Context: an optimization exercise on an open-source flow, tuned for small area and a short achievable clock period. The choices shown serve that exercise and are no tape-out recipe. The RTL was checked by simulation tests, not by an equivalence proof against the original design. No driver is modelled on the clock port, so clocking that relies on it looks cheaper here than on a real chip. Power and IR drop assume default switching activity.

==> flow/design.v (outline; a module is shown in full before it is edited, if it fits) <==
// module mainDeco: 18 lines
// module eqCmp: 7 lines
// module pcInc: 6 lines
// module pcSelBit: 8 lines
// module pcNext: 38 lines
// module immExtend: 11 lines
// module holdBit: 9 lines
// module regWrDec: 15 lines
// module regSel: 13 lines
// module aoi22: 7 lines
// module aoi2: 7 lines
// module nand4c: 6 lines
// module regBit: 32 lines
// module regRead: 26 lines
// module cNand2: 3 lines
// module cNor2: 3 lines
// module cXor2: 3 lines
// module cXnor2: 3 lines
// module cInv: 3 lines
// module cAoi21: 3 lines
// module cOai21: 3 lines
// module addFast: 682 lines
// module addAlu: 351 lines
// module addSmall: 330 lines
// module aluOpnd: 9 lines
// module resEarly: 13 lines
// module resLate: 8 lines
// module resLate0: 12 lines
// module alu: 84 lines
// module rvCore: 125 lines
module rvCore #(
    parameter logic [31:0] resetAddr = 32'h0000_0000
) (
    input  wire logic          clk,
    input  wire logic          arstN,
    output logic [31:0]        instrAddr,
    input  wire logic [31:0]   instr,
    output logic [31:0]        dataAddr,
    output logic [31:0]        writeData,
    output logic               memWrite,
    input  wire logic [31:0]   readData
);
  // ...
==> flow/flow/run.sh <==
#!/bin/bash
# Layout flow: the standard synthesis and layout (standard.sh), with
# these changes after synthesis:
#  - before global placement, combinational cells go back to their
#    smallest size (flow/downsize.tcl); repair sizes up what it needs,
#  - repair may resize a cell to any footprint (MATCH_CELL_FOOTPRINT=0),
#  - ports are buffered with buf_2 cells, which repair then sizes,
#  - clock tree synthesis inserts no dummy loads and clusters up to 20
#    flip-flops within 100 um per leaf buffer.
# Each step's full output goes to a log file in this folder; ORFS's own
# per-stage logs stay under orfs/logs/.
set -euo pipefail

bash standard.sh synth > synth.log 2>&1

bash standard.sh \
    MATCH_CELL_FOOTPRINT=0 \
    "PRE_GLOBAL_PLACE_TCL=$PWD/flow/downsize.tcl" \
    "BUFFER_PORTS_ARGS=-buffer_cell sky130_fd_sc_hd__buf_2" \
    "CTS_ARGS=-sink_clustering_enable -repair_clock_nets -dont_use_dummy_load -sink_clustering_size 20 -sink_clustering_max_diameter 100" \
    finish > layout.log 2>&1
==> flow/flow/downsize.tcl <==
# Before global placement: put every combinational cell that synthesis gave
# more than the smallest drive strength back to its _1 size (same function,
# same pins). Repair then sizes up only what timing, slew and load need.
# Flip-flops, buffers and tie cells keep their size.
set block [ord::get_db_block]
set db [ord::get_db]
set n 0
foreach inst [$block getInsts] {
  set m [[$inst getMaster] getName]
  if {![regexp {^sky130_fd_sc_hd__([a-z0-9]+)_([0-9]+)$} $m -> base size]} {
    continue
  }
  if {$size <= 1} {
    continue
  }
  if {[regexp {^(df|edf|sdf|dl|sdl|buf|clkbuf|clkdly|dlygate|conb|tap|fill|decap|inv|clkinv)} $base]} {
    continue
  }
  set target [$db findMaster sky130_fd_sc_hd__${base}_1]
  if {$target == "NULL"} {
    continue
  }
  $inst swapMaster $target
  incr n
}
puts "downsize.tcl: $n cells set to their _1 size"
==> flow/standard.sh <==
#!/bin/bash
# synth_recipe.tcl (not shown) runs the flow's synth.tcl, then flattens the netlist and writes it again
# the make line also repeats each setting of config.mk as NAME=value (left out here)
make -C /OpenROAD-flow-scripts/flow DESIGN_CONFIG=/design/flow/config.mk WORK_HOME=/design/flow/orfs CLKGATE_MAP_FILE= SYNTH_SCRIPT=/design/flow/synth_recipe.tcl "${@:-finish}"
==> flow/config.mk <==
export PLATFORM = sky130hd
export DESIGN_NAME = rvCore
export DESIGN_NICKNAME = rvCore
export VERILOG_FILES = /design/flow/design.v
export SDC_FILE = /design/flow/constraint.sdc
export NUM_CORES = 4
export LEC_CHECK = 0
export CAP_MARGIN = 20
export CORE_MARGIN = 2
export CORE_UTILIZATION = 40
export PLACE_DENSITY = 0.65
export SETUP_SLACK_MARGIN = 3
export SLEW_MARGIN = 20
export SYNTH_HIERARCHICAL = 1
export SYNTH_MINIMUM_KEEP_SIZE = 0
export TNS_END_PERCENT = 10
==> flow/constraint.sdc <==
create_clock -name core_clock -period 10.0 [get_ports {clk}]
set_input_delay 2.0000 -clock core_clock [delete_from_list [all_inputs] [get_ports {clk}]]
set_output_delay 2.0000 -clock core_clock [all_outputs]
set_load 0.01 [all_outputs]
==> impl_metrics.prom, run 1 <==
# TYPE chip_impl_metric gauge
chip_impl_metric{name="switching_share",unit="%"} 31.17
chip_impl_metric{name="min_period_over_period",unit="%"} 73.05
chip_impl_metric{name="clock.fmax",unit="MHz"} 136.9
chip_impl_info{name="critPathLaunch",value="instr[16]"} 1
chip_impl_metric{name="num_vias",unit=""} 51510
chip_impl_metric{name="core.rowCount",unit=""} 136
chip_impl_metric{name="timing.critical_path.depth",unit=""} 16
chip_impl_metric{name="drv.max_cap_violation_count",unit=""} 0
chip_impl_metric{name="proportion_of_layout_cells_with_a_drive_suffix_above_1",unit="%"} 15.74
chip_impl_info{name="min_from",value="valid[31]"} 1
chip_impl_metric{name="die_area",unit="sq um"} 140800
chip_impl_metric{name="synth_area_per_cell",unit="sq um"} 10.85
chip_impl_metric{name="finish.net_count",unit=""} 5566
chip_impl_metric{name="tightest_hold_margin",unit="ps"} 488.2
chip_impl_info{name="top_layer",value="met5"} 1
chip_impl_metric{name="post_place_cells",unit=""} 7136
chip_impl_info{name="timing.critical_path.slowest_stage_cell",value="sky130_fd_sc_hd__nand4_1"} 1
chip_impl_metric{name="p_leak",unit="nW"} 21.79
chip_impl_metric{name="vdd_ir_drop_max",unit="V"} 0.0001535
chip_impl_info{name="maxPowerGroup",value="sequential cells"} 1
chip_impl_metric{name="remaining_drc_errors",unit=""} 0
chip_impl_info{name="run_status",value="timing/DRC/antenna clean"} 1
chip_impl_metric{name="global_route.usage.met2",unit="%"} 45.46
chip_impl_metric{name="layout_setup_ws",unit="ps"} 2695
chip_impl_metric{name="final-setup-viol-count",unit=""} 0
chip_impl_metric{name="routed_wl",unit="um"} 238700
chip_impl_info{name="cts_tree",value="yes"} 1
chip_impl_metric{name="clock_power_share",unit="%"} 28.7
chip_impl_metric{name="cts_made_buffers",unit=""} 59
chip_impl_metric{name="layout.cell_area.non_filler",unit="sq um"} 58400
chip_impl_metric{name="r2r_cells",unit=""} 19
chip_impl_metric{name="globalRouteTotalUtil",unit="%"} 31.95
chip_impl_metric{name="overflow_left_after_global_routing",unit=""} 0
chip_impl_metric{name="vias_in_the_first_global_route",unit=""} 47080
chip_impl_metric{name="count_of_cells_along_the_worst_hold_path",unit=""} 1
chip_impl_metric{name="num-nonclk-inverters",unit=""} 29
chip_impl_metric{name="syn-num-nets",unit=""} 5149
chip_impl_metric{name="detailed_place_hpwl",unit="um"} 151100
chip_impl_metric{name="routabilityCongestion",unit=""} 1.036
chip_impl_metric{name="stdcell_count",unit=""} 7295
chip_impl_metric{name="post_cts.repair.setup_buffers",unit=""} 70
==> module regRead, before the edit <==
module regRead (
    input  wire logic [31*32-1:0]  regs,
    input  wire logic [31:1]       valid,
    input  wire logic [4:0]        ra,
    output logic [31:0]            rd
);
    logic [31:1] sel;
    regSel decoder (
        .valid (valid),
        .ra    (ra),
        .sel   (sel)
    );
    for (genvar j = 0; j < 32; j++)
    begin : gBit
        logic [31:1] column;
        for (genvar k = 1; k < 32; k++)
        begin : gCol
            assign column[k] = regs[(k-1)*32 + j];
        end
        regBit bitMux (
            .sel (sel),
            .d   (column),
            .q   (rd[j])
        );
    end
endmodule
==> run 2, diff against run 1 <==
--- a/flow/design.v
+++ b/flow/design.v
@@ -269,11 +269,17 @@
     input  wire logic [4:0]        ra,
     output logic [31:0]            rd
 );
-    logic [31:1] sel;
-    regSel decoder (
+    logic [31:1] selLo;
+    logic [31:1] selHi;
+    regSel decoderLo (
         .valid (valid),
         .ra    (ra),
-        .sel   (sel)
+        .sel   (selLo)
+    );
+    regSel decoderHi (
+        .valid (valid),
+        .ra    (ra),
+        .sel   (selHi)
     );
     for (genvar j = 0; j < 32; j++)
     begin : gBit
@@ -283,7 +289,7 @@
             assign column[k] = regs[(k-1)*32 + j];
         end
         regBit bitMux (
-            .sel (sel),
+            .sel (j < 16 ? selLo : selHi),
             .d   (column),
             .q   (rd[j])
         );
--- a/flow/flow/run.sh
+++ b/flow/flow/run.sh
@@ -2,7 +2,9 @@
 # Layout flow: the standard synthesis and layout (standard.sh), with
 # these changes after synthesis:
 #  - before global placement, combinational cells go back to their
-#    smallest size (flow/downsize.tcl); repair sizes up what it needs,
+#    smallest size (flow/downsize.tcl),
+#  - before clock tree synthesis, gates on near-critical paths are sized
+#    to their placed load (flow/size.tcl); repair then does the rest,
 #  - repair may resize a cell to any footprint (MATCH_CELL_FOOTPRINT=0),
 #  - ports are buffered with buf_2 cells, which repair then sizes,
 #  - clock tree synthesis inserts no dummy loads and clusters up to 20
@@ -16,6 +18,7 @@
 bash standard.sh \
     MATCH_CELL_FOOTPRINT=0 \
     "PRE_GLOBAL_PLACE_TCL=$PWD/flow/downsize.tcl" \
+    "PRE_CTS_TCL=$PWD/flow/size.tcl" \
     "BUFFER_PORTS_ARGS=-buffer_cell sky130_fd_sc_hd__buf_2" \
     "CTS_ARGS=-sink_clustering_enable -repair_clock_nets -dont_use_dummy_load -sink_clustering_size 20 -sink_clustering_max_diameter 100" \
     finish > layout.log 2>&1
==> flow/flow/size.tcl (new file) <==
# Before clock tree synthesis, on the placed design: size the gates on
# near-critical paths (slack within 0.4 ns of the worst) to their load.
# A gate gets the next size up when its output slew is over 0.3 ns, and a
# size that keeps its output net (wire and pins, from the placement) under
# about 14 fF per unit of drive, where the library has one. Four passes,
# since a larger gate loads its drivers more and the worst path moves.
set per_unit 14e-15
set window 0.4
set max_slew 0.3
estimate_parasitics -placement
set scene [sta::cmd_scene]
proc has_cell {name} {
  return [expr {[llength [get_lib_cells -quiet $name]] > 0}]
}
for {set pass 0} {$pass < 4} {incr pass} {
  set worst [sta::time_sta_ui [sta::worst_slack_cmd max]]
  set limit [expr {$worst + $window}]
  set n 0
  foreach inst [get_cells *] {
    set ref [get_property $inst ref_name]
    if {![regexp {^sky130_fd_sc_hd__([a-z0-9]+)_([0-9]+)$} $ref -> base size]} {
      continue
    }
    if {[regexp {^(df|edf|sdf|dl|sdl|clkbuf|clkinv|clkdly|dlygate|conb|tap|fill|decap)} $base]} {
      continue
    }
    set outs [get_pins -of_objects $inst -filter "direction==output"]
    if {[llength $outs] != 1} {
      continue
    }
    set pin [lindex $outs 0]
    set slack [get_property $pin slack_max]
    if {$slack == "INF" || $slack > $limit} {
      continue
    }
    set net [get_nets -of_objects $pin]
    if {$net == ""} {
      continue
    }
    set cap [$net capacitance $scene max]
    set slew [get_property $pin slew_max]
    set want $size
    if {$slew > $max_slew} {
      foreach s {2 4 8} {
        if {$s > $size && [has_cell sky130_fd_sc_hd__${base}_$s]} {
          set want $s
          break
        }
      }
    }
    foreach s {2 4 8 12 16} {
      if {$s <= $want} {
        continue
      }
      if {$cap <= $per_unit * $want} {
        break
      }
      if {[has_cell sky130_fd_sc_hd__${base}_$s]} {
        set want $s
      }
    }
    if {$want != $size} {
      replace_cell $inst sky130_fd_sc_hd__${base}_$want
      incr n
    }
  }
  puts "size.tcl: pass $pass, worst slack [format %.3f $worst], $n gates sized up"
}
puts "size.tcl: worst slack now [format %.3f [sta::time_sta_ui [sta::worst_slack_cmd max]]]"
--- a/flow/config.mk
+++ b/flow/config.mk
@@ -7,8 +7,8 @@
 export LEC_CHECK = 0
 export CAP_MARGIN = 20
 export CORE_MARGIN = 2
-export CORE_UTILIZATION = 40
-export PLACE_DENSITY = 0.65
+export CORE_UTILIZATION = 50
+export PLACE_DENSITY = 0.75
 export SETUP_SLACK_MARGIN = 3
 export SLEW_MARGIN = 20
 export SYNTH_HIERARCHICAL = 1
==> impl_metrics.prom, run 2 <==
# TYPE chip_impl_metric gauge
chip_impl_info{name="critPathKind",value="in -> out"} 1
chip_impl_metric{name="final_util",unit="%"} 53.00
chip_impl_metric{name="cts_hold_buf",unit=""} 0
chip_impl_info{name="rsz_0062_raised_after_global_routing",value="true"} 1
chip_impl_info{name="kind_of_capture_point_of_the_worst_setup_path",value="primary output"} 1
chip_impl_metric{name="proportion_of_layout_cells_with_a_drive_suffix_above_1",unit="%"} 16.26
chip_impl_metric{name="worst_case_headroom_to_the_max_slew_limit",unit="%"} 17.15
chip_impl_metric{name="detailed_place_hpwl",unit="um"} 160500
chip_impl_metric{name="min_period_over_period",unit="%"} 72.24
chip_impl_metric{name="drv.max_cap_violation_count",unit=""} 0
chip_impl_metric{name="p_leak",unit="nW"} 22.10
chip_impl_metric{name="detail_route.first_pass.iterations",unit=""} 12
chip_impl_metric{name="viasPerCell",unit=""} 7.593
chip_impl_info{name="timing.critical_path.from_type",value="input port"} 1
chip_impl_info{name="timing.critical_path.slowest_stage_cell",value="sky130_fd_sc_hd__nor2_4"} 1
chip_impl_metric{name="tightest_hold_margin",unit="ps"} 499.0
chip_impl_info{name="cell_family_with_most_cp_delay",value="simple AND/OR/NAND/NOR gates"} 1
chip_impl_metric{name="pin_count_of_the_biggest_net_entering_global_routing",unit=""} 71
chip_impl_metric{name="vias_in_the_first_global_route",unit=""} 48700
chip_impl_metric{name="remaining_drc_errors",unit=""} 0
chip_impl_metric{name="route.antenna.remaining_nets",unit=""} 0
chip_impl_metric{name="clk-insertion-delay-late",unit="ps"} 760
chip_impl_info{name="crit_top_cell",value="sky130_fd_sc_hd__nor2_4"} 1
chip_impl_metric{name="crit_buf_inv",unit=""} 4
chip_impl_info{name="most-common-layout-cells",value="sky130_fd_sc_hd__a22o_1 (992), sky130_fd_sc_hd__dfxtp_1 (992), sky130_fd_sc_hd__a22oi_1 (938)"} 1
chip_impl_metric{name="routedWlPerCell",unit="um"} 35.15
chip_impl_metric{name="maxSlewViolCount",unit=""} 0
chip_impl_metric{name="r2r_cells",unit=""} 21
chip_impl_metric{name="internal_power",unit="mW"} 5.986
chip_impl_metric{name="fin_skew",unit="ps"} 87.03
chip_impl_info{name="worst_r2r_startpoint",value="valid[8]"} 1
chip_impl_metric{name="globalRouteTotalUtil",unit="%"} 41.39
chip_impl_info{name="timing.rr.end",value="regs[830]"} 1
chip_impl_info{name="cts_tree",value="yes"} 1
chip_impl_metric{name="die_height",unit="um"} 338.0
chip_impl_metric{name="final-setup-viol-count",unit=""} 0
chip_impl_metric{name="finish.net_count",unit=""} 5634
chip_impl_metric{name="switching_share",unit="%"} 31.55
chip_impl_metric{name="syn-num-nets",unit=""} 5243
chip_impl_metric{name="horiz_die_dim",unit="um"} 338.0
chip_impl_metric{name="clock_sinks",unit=""} 1055
chip_impl_metric{name="ys_warn_count",unit=""} 9
chip_impl_metric{name="antenna_violations_before_repair",unit=""} 20
chip_impl_metric{name="grt_first_pass_wirelength",unit="um"} 346800
chip_impl_metric{name="floorplan.initialDensity",unit="%"} 50.39
chip_impl_metric{name="overflow_left_after_global_routing",unit=""} 0
chip_impl_metric{name="layout_min_cycle_time",unit="ps"} 7224
chip_impl_metric{name="post-layout-total-power",unit="mW"} 8.745
chip_impl_metric{name="count_of_cells_along_the_worst_hold_path",unit=""} 1
chip_impl_info{name="regMostFlops",value="regs"} 1
chip_impl_metric{name="seq_power_share",unit="%"} 53.0
chip_impl_info{name="min_from",value="regs[693]"} 1
chip_impl_metric{name="initialDrtViolationCount",unit=""} 9643
chip_impl_metric{name="worstPathArrival",unit="ps"} 5220
chip_impl_metric{name="core.rowCount",unit=""} 122
chip_impl_metric{name="routabilityCongestion",unit=""} 1.064
chip_impl_metric{name="cp_data_required_time",unit="ps"} 8000
chip_impl_metric{name="largest_register_ff_count",unit=""} 992
chip_impl_metric{name="cellPowerDensity",unit="nW/um^2"} 149.1
chip_impl_metric{name="tns",unit="ps"} 0
chip_impl_metric{name="tightest_slew",unit="ps"} 1240
chip_impl_metric{name="clk_pin_slew_worst_paths",unit="ps"} 40
chip_impl_metric{name="power.switching",unit="mW"} 2.759
chip_impl_metric{name="routed_wl",unit="um"} 248300
chip_impl_info{name="run_status",value="timing/DRC/antenna clean"} 1
chip_impl_info{name="biggestRegsByFlops",value="regs x992, pc x32, valid x31"} 1
chip_impl_metric{name="postSynthCellCount",unit=""} 5176
chip_impl_metric{name="synth.cell_area",unit="sq um"} 55760
chip_impl_metric{name="placed_area",unit="sq um"} 54080
chip_impl_info{name="critical_path.cell_chain",value="buf_12, and3b_2, and3_4, a22oi_1, nand4_1, nor2_4, nand2_1, buf_4, nor2_4, nor2_4, a21oi_2, buf_4, o21ai_2, a21oi_1, o21ai_2, xor2_1, buf_2"} 1
chip_impl_metric{name="timing.reg2reg.setup_slack",unit="ps"} 4270
chip_impl_metric{name="io_pins",unit=""} 163
chip_impl_metric{name="synth_area_per_cell",unit="sq um"} 10.77
chip_impl_metric{name="number_of_endpoints_with_negative_hold_slack_in_the_final_report",unit=""} 0
chip_impl_info{name="hold_path_end",value="regs[693]"} 1
chip_impl_metric{name="clock_power_share",unit="%"} 28.9
chip_impl_metric{name="num_vias",unit=""} 53630
chip_impl_info{name="worstHoldPathType",value="reg -> reg"} 1
chip_impl_metric{name="count_of_port_buffers_added_during_placement",unit=""} 162
chip_impl_metric{name="die_area",unit="sq um"} 114200
chip_impl_metric{name="syn2layout_area_growth",unit="%"} 5.183
chip_impl_metric{name="clock.fmax",unit="MHz"} 138.4
chip_impl_metric{name="crit_fanout",unit=""} 17
chip_impl_metric{name="combPwrFrac",unit="%"} 18.1
chip_impl_metric{name="critical-path-max-stage-delay",unit="ps"} 330
chip_impl_metric{name="cts_made_buffers",unit=""} 61
chip_impl_metric{name="vdd_ir_drop_max",unit="V"} 0.0001404
chip_impl_metric{name="layout.cell_area.non_filler",unit="sq um"} 58650
chip_impl_metric{name="placeableCoreArea",unit="sq um"} 110700
[run 2: worst max path at each step]
stage | start | endpoint | slack [ps] | depth (start not counted)
final | instr[17] | dataAddr[27] | 2780 | 17
after global routing | instr[19] | dataAddr[17] | 2880 | 17
after CTS | instr[18] | dataAddr[29] | 2980 | 17
after detailed placement | instr[22] | regs[606] | 800 | 23
after global placement | instr[22] | regs[382] | 900 | 23
after floorplan | instr[19] | dataAddr[24] | 3360 | 13
[run 2: per-layer routing]
layer | up-vias | track usage, % | share of wire (%)
li1 | 21780 | - | -
met1 | 25820 | 52.10 | 36
met2 | 4865 | 58.65 | 40
met3 | 1152 | 18.77 | 17
met4 | 20 | 22.08 | 7.0
met5 | - | 1.489 | 0.14
[run 2: repair_timing]
item | 4_1_cts | 5_1_grt
pin swaps | 71 | 71
cloned | 1 | 4
gates resized for setup | 192 | 175
setup buffers | 45 | 23
endpoints found under the hold margin | 0 | 0
endpoints found under the setup margin | 30 | 215
[run 2: power groups by stage]
stage	sequential, mW	clock (mW)	combinational [mW]
floorplan	4.67	0	1.02
global placement	4.70	0	1.44
detailed placement	4.70	0	1.46
CTS	4.61	2.51	1.50
global route	4.65	2.65	1.66
finish	4.63	2.53	1.58
[run 2: cell type report]
cell class	count	area, sq um
well taps	1488	1862
diodes	10	25.02
multi-input cells	4011	30530
inverters	29	108.9
repair buffers	409	3168
fillers	9982	52020
clock buffers	61	1526
flip-flops and latches	1055	21440
[run 2: metrics by stage]
| stage | std cells | worst slack (ps) |
|---|---|---|
| floorplan | 5176 | 3355 |
| global placement | 6913 | 898.0 |
| detailed placement | 6916 | 799.5 |
| CTS | 7023 | 2982 |
| global route | 7056 | 2880 |
| finish | 7063 | 2776 |
[run 2: worst reg2reg max path: cells and delay by family, from the launching register on]
family / cells / cell delay (ps)
AOI/OAI and AO/OA: 11 / 2780
and+or+nand+nor: 5 / 1370
xor gates and xnor gates: 3 / 700
DFF: 1 / 490
buffers and inverters: 2 / 270

## port drivers added, routing unchanged
The flow's constraints put no driver on any port. The routed layouts listed below were extracted and timed again, unchanged, in two steps.
Step 1: set_driving_cell puts a clkbuf_16 on clk and a buf_2 on each other input, an assumption about the parent block.
Step 2 also shifts input and output timing later by t, the mid clock arrival at the registers, as if the neighbouring blocks saw the same clock.
Slacks: no drivers / after step 1 / after step 2; pairs: no drivers / after step 1.
run	t (ns)	setup WS [ns]	worst register clock-pin slew, ns	worst data-port slew with drivers (ns)	cell pins on the clock port's net
run 1	0.748	2.695 / 2.495 / 2.017	0.10 / 0.10	0.21	1
run 2	0.798	2.776 / 2.596 / 2.171	0.10 / 0.10	0.22	1
After both steps setup and hold are still met in every run listed. For run 1, which loses most, drivers alone change the setup slack by -0.200 ns; drivers and shift together by -0.678 ns.
